This design comes from an exercise in tuning for small area and a short achievable clock period on the open sky130 flow, not from production work.
Where RTL was checked, it was by simulation tests only, not by an equivalence proof against the original.
No activity file was given, so power comes from the tool's default toggle rates.

## the reference run
// dacSubsystem
module dacSubsystem (
  input  logic             ck933,
  input  logic             rstN,
  input  logic             nCs,
  input  logic             nWe,
  input  logic             nRd,
  input  hostBusPkg::addrT addr,
  input  hostBusPkg::dataT wrData,
  output hostBusPkg::dataT rdData,
  input  dspPkg::sampleT   sample0,
  input  dspPkg::sampleT   sample1,
  input  dspPkg::sampleT   sample2,
  input  logic             sampleEn0,
  input  logic             sampleEn1,
  input  logic             sampleEn2,
  output logic             sclk,
  output logic             dacNCs0,
  output logic             dacNCs1,
  output logic             dacNCs2,
  output logic             sdioOut,
  output logic             sdioOe,
  input  logic             sdioIn,
  output dspPkg::dacWordT  dacWord0,
  output dspPkg::dacWordT  dacWord1,
  output dspPkg::dacWordT  dacWord2,
  output logic             dacRst,
  output logic             bsyncNLock,
  output logic             demodNLock
);
==> module interpolator, before the edit <==
module interpolator (
  input  logic               ck933,
  input  logic               rstN,
  input  logic               softReset,
  input  logic               wrEn,
  input  hostBusPkg::offsetT wrOffset,
  input  hostBusPkg::dataT   wrData,
  output hostBusPkg::dataT   rdData,
  input  dspPkg::sampleT     sample,
  input  logic               sampleEn,
  output dspPkg::dacWordT    dacWord
);
  localparam int fracW = 3;
  localparam int accW  = 18 + fracW + 1;
  localparam int diffW = 18 + 1;
  dspPkg::ratioT             ratio;
  logic signed [16-1:0] offset;
  logic signed [diffW-1:0]   diff;
  dspPkg::sampleT            target;
  logic [accW-1:0]           accB;
  logic                      accTop;
  logic [diffW-1:0]          tgtP8;
  logic signed [accW-1:0]    step;
  logic [3:0]                stepsLeft;
  logic                      ramping;
  logic                      rampNext;
  logic [1:0]                ratioNext;
  logic [3:0]                stepSel;
  logic [accW+2:0]           diffX;
  logic [accW-1:0]           accNext;
  logic [diffW-1:0]          diffNext;
  logic [accW-3:0]           rndA;
  logic [accW-3:0]           rndB;
  logic [accW-3:0]           sum;
  logic signed [accW-7:0]    rounded;
  logic [14-1:0]         clipped;
  logic                      rst;
  assign rst = !rstN || softReset;
  assign ramping   = |stepSel;
  assign ratioNext = (wrEn && (wrOffset == 2'd0)) ? wrData[1:0] : ratio;
  assign rampNext  = sampleEn || (ramping && (stepsLeft != 4'd1));
  assign diffX   = {{3{diff[diffW-1]}}, diff, 3'b000};
  always_comb begin
    for (int i = 0; i < accW; i++) begin
      step[i] = (stepSel[0] & diffX[i]) | (stepSel[1] & diffX[i + 1]) |
                (stepSel[2] & diffX[i + 2]) | (stepSel[3] & diffX[i + 3]);
    end
  end
  assign accTop  = accB[accW-1] & |accB[accW-2:6];
  assign rndA    = {accTop, accB[accW-1:fracW]};
  assign rndB    = {{(accW-2-16){offset[16-1]}}, offset};
  fastAdd #(.W(accW-2)) rndAdd (.a(rndA), .b(rndB), .cin(1'b0), .s(sum));
  assign rounded = sum[accW-3:4];
  fastAdd #(.W(accW)) accAdd (.a(accB), .b(step), .cin(1'b0), .s(accNext));
  assign tgtP8 = {target[18-1], target} + diffW'(8);
  fastAdd #(.W(diffW)) diffSub (
    .a   ({sample[18-1], sample}),
    .b   (~{target[18-1], target}),
    .cin (1'b1),
    .s   (diffNext)
  );
  always_comb begin
    if (rounded[accW-7:14-1] == '0 || rounded[accW-7:14-1] == '1) begin
      clipped = {~rounded[14-1], rounded[14-2:0]};
    end else begin
      clipped = {~rounded[accW-7], {(14-1){~rounded[accW-7]}}};
    end
  end
  always_ff @(posedge ck933) begin
    if (rst) begin
      ratio     <= '0;
      offset    <= '0;
      target    <= '0;
      accB      <= accW'(64);
      stepsLeft <= '0;
      stepSel   <= '0;
      dacWord   <= 14'h2000;
    end else begin
      ratio   <= ratioNext;
      stepSel <= {4{rampNext}} & (4'b0001 << ratioNext);
      if (wrEn && (wrOffset == 2'd1)) begin
        offset <= wrData;
      end
      if (sampleEn) begin
        target    <= sample;
        accB      <= {tgtP8, 3'b000};
        stepsLeft <= 4'd1 << ratio;
      end else begin
        accB      <= accNext;
        if (ramping) begin
          stepsLeft <= stepsLeft - 1'b1;
        end
      end
      dacWord <= clipped;
    end
  end
  always_ff @(posedge ck933) begin
    if (sampleEn) begin
      diff <= diffNext;
    end
  end
  always_comb begin
    rdData = '0;
    case (wrOffset)
      2'd0:  rdData[1:0] = ratio;
      2'd1: rdData = offset;
      default:     rdData = '0;
    endcase
  end
endmodule
==> flow/config.mk <==
export PLATFORM = sky130hd
export DESIGN_NAME = dacSubsystem
export DESIGN_NICKNAME = dacSubsystem
export VERILOG_FILES = /design/flow/design.v
export SDC_FILE = /design/flow/constraint.sdc
export NUM_CORES = 4
export LEC_CHECK = 0
export ABC_AREA = 1
export CAP_MARGIN = 20
export CORE_MARGIN = 2
export CORE_UTILIZATION = 40
export CTS_CLUSTER_DIAMETER = 80
export CTS_CLUSTER_SIZE = 22
export SETUP_SLACK_MARGIN = 3.5
export SLEW_MARGIN = 20
==> flow/constraint.sdc <==
create_clock -name core_clock -period 6.0 [get_ports {ck933}]
set_input_delay 1.2000 -clock core_clock [delete_from_list [all_inputs] [get_ports {ck933}]]
set_output_delay 1.2000 -clock core_clock [all_outputs]
set_load 0.01 [all_outputs]
standard.sh (not shown) runs the stock make flow with config.mk's settings and CLKGATE_MAP_FILE= SYNTH_SCRIPT=/design/flow/synth_recipe.tcl, a recipe that flattens the netlist after the stock synthesis.
==> flow/flow/run.sh <==
#!/bin/bash
# Standard synthesis without the full/half-adder cell mapping (registers are unchanged), then
# the standard layout; the resizer may pick any cell of the same function (not only one with
# the same footprint), and the port buffers are plain buffers.
set -euo pipefail
bash standard.sh ADDER_MAP_FILE= synth > synth.log 2>&1
bash standard.sh ADDER_MAP_FILE= MATCH_CELL_FOOTPRINT=0 "BUFFER_PORTS_ARGS=-buffer_cell sky130_fd_sc_hd__buf_1" finish > layout.log 2>&1
The reference run finished end to end and its layout was clean on timing, DRC and antenna.
### the reference run -> the trial run
--- a/flow/design.v
+++ b/flow/design.v
@@ -270,9 +270,9 @@
   assign rndA    = {accTop, accB[accW-1:fracW]};
   assign rndB    = {{(accW-2-16){offset[16-1]}}, offset};
-  fastAdd #(.W(accW-2)) rndAdd (.a(rndA), .b(rndB), .cin(1'b0), .s(sum));
+  bkAdd #(.W(accW-2)) rndAdd (.a(rndA), .b(rndB), .cin(1'b0), .s(sum));
   assign rounded = sum[accW-3:4];
-  fastAdd #(.W(accW)) accAdd (.a(accB), .b(step), .cin(1'b0), .s(accNext));
+  bkAdd #(.W(accW)) accAdd (.a(accB), .b(step), .cin(1'b0), .s(accNext));
   assign tgtP8 = {target[18-1], target} + diffW'(8);
-  fastAdd #(.W(diffW)) diffSub (
+  bkAdd #(.W(diffW)) diffSub (
     .a   ({sample[18-1], sample}),
     .b   (~{target[18-1], target}),
@@ -360,4 +360,39 @@
   assign s = p ^ c[W-1:0];
 endmodule
+module bkAdd #(
+  parameter int W = 20
+) (
+  input  logic [W-1:0] a,
+  input  logic [W-1:0] b,
+  input  logic         cin,
+  output logic [W-1:0] s
+);
+  localparam int L = $clog2(W);
+  logic [W-1:0] p;
+  logic [W-1:0] g;
+  logic [W-1:0] t;
+  always_comb begin
+    p = a ^ b;
+    g = (a & b) | {{(W-1){1'b0}}, p[0] & cin};
+    t = p;
+    for (int l = 0; l < L; l++) begin
+      for (int i = 0; i < W; i++) begin
+        if (((i + 1) % (1 << (l + 1))) == 0) begin
+          g[i] = g[i] | (t[i] & g[i - (1 << l)]);
+          t[i] = t[i] & t[i - (1 << l)];
+        end
+      end
+    end
+    for (int l = L - 2; l >= 0; l--) begin
+      for (int i = 0; i < W; i++) begin
+        if ((((i + 1) % (1 << (l + 1))) == (1 << l)) && (i >= (1 << (l + 1)))) begin
+          g[i] = g[i] | (t[i] & g[i - (1 << l)]);
+          t[i] = t[i] & t[i - (1 << l)];
+        end
+      end
+    end
+    s = p ^ {g[W-2:0], cin};
+  end
+endmodule
 `timescale 1ns/100ps
 module dacSubsystem (
Results
Taking the reference run as the reference, in the trial run synthesis-to-layout area growth saw little to no change; register share of total power saw an increase.
In the flow results for the trial run and the reference run, the routed wire length is smaller on the trial run.
Looking at overall global routing resource usage, the trial run sits below the reference run.
Synthesized cell count delta for the trial run relative to the reference run: 146 lower
The trial run improves on the reference run in cell area after layout.
Cell area after synthesis: the trial run lower than the reference run
Per the comparison of the trial run with the reference run, post-route clock period utilization higher, placeable core region lower, share of layout cells above drive strength 1 lower.

dacSubsystem, a different RTL version from the one above (not shown whole).
Size: roughly 370 flip-flops, ~160 I/O pins.
==> module hostRegs, before the edit <==
module hostRegs (
  input  logic               ck933,
  input  logic               rstN,
  input  logic               nCs,
  input  logic               nWe,
  input  logic               nRd,
  input  hostBusPkg::addrT   addr,
  input  hostBusPkg::dataT   wrData,
  output hostBusPkg::dataT   rdData,
  input  hostBusPkg::dataT   serialRd,
  input  hostBusPkg::dataT   interpRd0,
  input  hostBusPkg::dataT   interpRd1,
  input  hostBusPkg::dataT   interpRd2,
  output logic               serialWrEn,
  output logic               interpWrEn0,
  output logic               interpWrEn1,
  output logic               interpWrEn2,
  output hostBusPkg::offsetT wrOffset,
  output logic               softReset,
  output hostBusPkg::dataT   gpioOut
);
  logic               hiZero;
  logic               selMisc;
  logic               selGpio;
  logic               selSerial;
  logic               selInterp0;
  logic               selInterp1;
  logic               selInterp2;
  hostBusPkg::dataT   rdMux;
  logic               wrStrobe;
  logic               rdStrobe;
  logic               rdHit;
  assign hiZero     = (addr[11-1:5] == '0);
  assign selMisc    = hiZero && (addr[4:2] == 3'(11'h000 >> 2));
  assign selGpio    = hiZero && (addr[4:2] == 3'(11'h004 >> 2));
  assign selSerial  = hiZero && (addr[4:2] == 3'(11'h008 >> 2));
  assign selInterp0 = hiZero && (addr[4:2] == 3'(11'h00C >> 2));
  assign selInterp1 = hiZero && (addr[4:2] == 3'(11'h010 >> 2));
  assign selInterp2 = hiZero && (addr[4:2] == 3'(11'h014 >> 2));
  assign wrOffset = addr[1:0];
  assign wrStrobe = !nCs && !nWe;
  assign rdStrobe = !nCs && !nRd;
  assign serialWrEn  = wrStrobe && selSerial;
  assign interpWrEn0 = wrStrobe && selInterp0;
  assign interpWrEn1 = wrStrobe && selInterp1;
  assign interpWrEn2 = wrStrobe && selInterp2;
  always_ff @(posedge ck933) begin
    if (!rstN) begin
      softReset <= 1'b0;
    end else begin
      softReset <= wrStrobe && selMisc && (wrOffset == 2'd0);
    end
  end
  always_ff @(posedge ck933) begin
    if (!rstN || softReset) begin
      gpioOut <= 16'h0003;
    end else if (wrStrobe && selGpio) begin
      gpioOut <= wrData;
    end
  end
  assign rdMux = ({16{selMisc && (wrOffset == 2'd1)}} & 16'h0A31) |
                 ({16{selGpio}}    & gpioOut)   |
                 ({16{selSerial}}  & serialRd)  |
                 ({16{selInterp0}} & interpRd0) |
                 ({16{selInterp1}} & interpRd1) |
                 ({16{selInterp2}} & interpRd2);
  assign rdHit = (selMisc && (wrOffset == 2'd1)) || selGpio || selSerial ||
                 selInterp0 || selInterp1 || selInterp2;
  always_ff @(posedge ck933) begin
    if (rdStrobe && !rdHit) begin
      rdData <= '0;
    end else if (rdStrobe) begin
      rdData <= rdMux;
    end
  end
endmodule
==> flow/config.mk <==
export PLATFORM = sky130hd
export DESIGN_NAME = dacSubsystem
export DESIGN_NICKNAME = dacSubsystem
export VERILOG_FILES = /design/flow/design.v
export SDC_FILE = /design/flow/constraint.sdc
export NUM_CORES = 4
export LEC_CHECK = 0
export ABC_AREA = 1
export CAP_MARGIN = 20
export CORE_MARGIN = 2
export CORE_UTILIZATION = 40
export CTS_CLUSTER_DIAMETER = 80
export CTS_CLUSTER_SIZE = 22
export SETUP_SLACK_MARGIN = 3.6
export SLEW_MARGIN = 20
==> flow/constraint.sdc <==
create_clock -name core_clock -period 6.0 [get_ports {ck933}]
set_input_delay 1.2000 -clock core_clock [delete_from_list [all_inputs] [get_ports {ck933}]]
set_output_delay 1.2000 -clock core_clock [all_outputs]
set_load 0.01 [all_outputs]
Scripts as last shown in full above: flow/flow/run.sh
Next try:
--- a/flow/design.v
+++ b/flow/design.v
@@ -53,9 +53,8 @@
   logic               selInterp2;
   hostBusPkg::dataT   rdMux;
   logic               wrStrobe;
   logic               rdStrobe;
-  logic               rdHit;
   assign hiZero     = (addr[11-1:5] == '0);
   assign selMisc    = hiZero && (addr[4:2] == 3'(11'h000 >> 2));
   assign selGpio    = hiZero && (addr[4:2] == 3'(11'h004 >> 2));
   assign selSerial  = hiZero && (addr[4:2] == 3'(11'h008 >> 2));
@@ -88,14 +87,10 @@
                  ({16{selSerial}}  & serialRd)  |
                  ({16{selInterp0}} & interpRd0) |
                  ({16{selInterp1}} & interpRd1) |
                  ({16{selInterp2}} & interpRd2);
-  assign rdHit = (selMisc && (wrOffset == 2'd1)) || selGpio || selSerial ||
-                 selInterp0 || selInterp1 || selInterp2;
   always_ff @(posedge ck933) begin
-    if (rdStrobe && !rdHit) begin
-      rdData <= '0;
-    end else if (rdStrobe) begin
+    if (rdStrobe) begin
       rdData <= rdMux;
     end
   end
 endmodule
After rerunning:
- The new run finished clean
- first-iteration DRC count falls by about a fifth
- via count falls slightly
- design area falls slightly
- utilization falls by 0.19 points
- sequential power is about the same
- non-clock buffer count falls by 2
Only the layout flow was run in the first run of this note; the RTL was not checked for function there.

what the ideal ports hide:
Ports are ideal in the flow. The routed layouts listed here were re-timed in OpenROAD.
Step 1 (the two cells are an assumption about what drives the block):
set clk [get_ports {ck933}]
set_driving_cell -lib_cell sky130_fd_sc_hd__clkbuf_16 $clk
set_driving_cell -lib_cell sky130_fd_sc_hd__buf_2 [delete_from_list [all_inputs] $clk]
Step 2 also shifts input and output timing later by t, the mid clock arrival at the registers, as if the neighbouring blocks saw the same clock.
Slacks: no drivers / after step 1 / after step 2; pairs: no drivers / after step 1.
run | t, ns | setup slack, ns | pins driven straight from the clock port
the reference run | 0.653 | 3.562 / 3.501 / 2.932 | 1
the trial run | 0.633 | 3.439 / 3.471 / 2.837 | 1
the first run of note 2 | 0.657 | 3.576 / 3.563 / 2.959 | 1
the second run of note 2 | 0.655 | 3.599 / 3.537 / 2.999 | 1
After both steps setup and hold are still met in every run listed. For the reference run, which loses most, drivers alone change the setup slack by -0.061 ns; drivers and shift together by -0.630 ns.
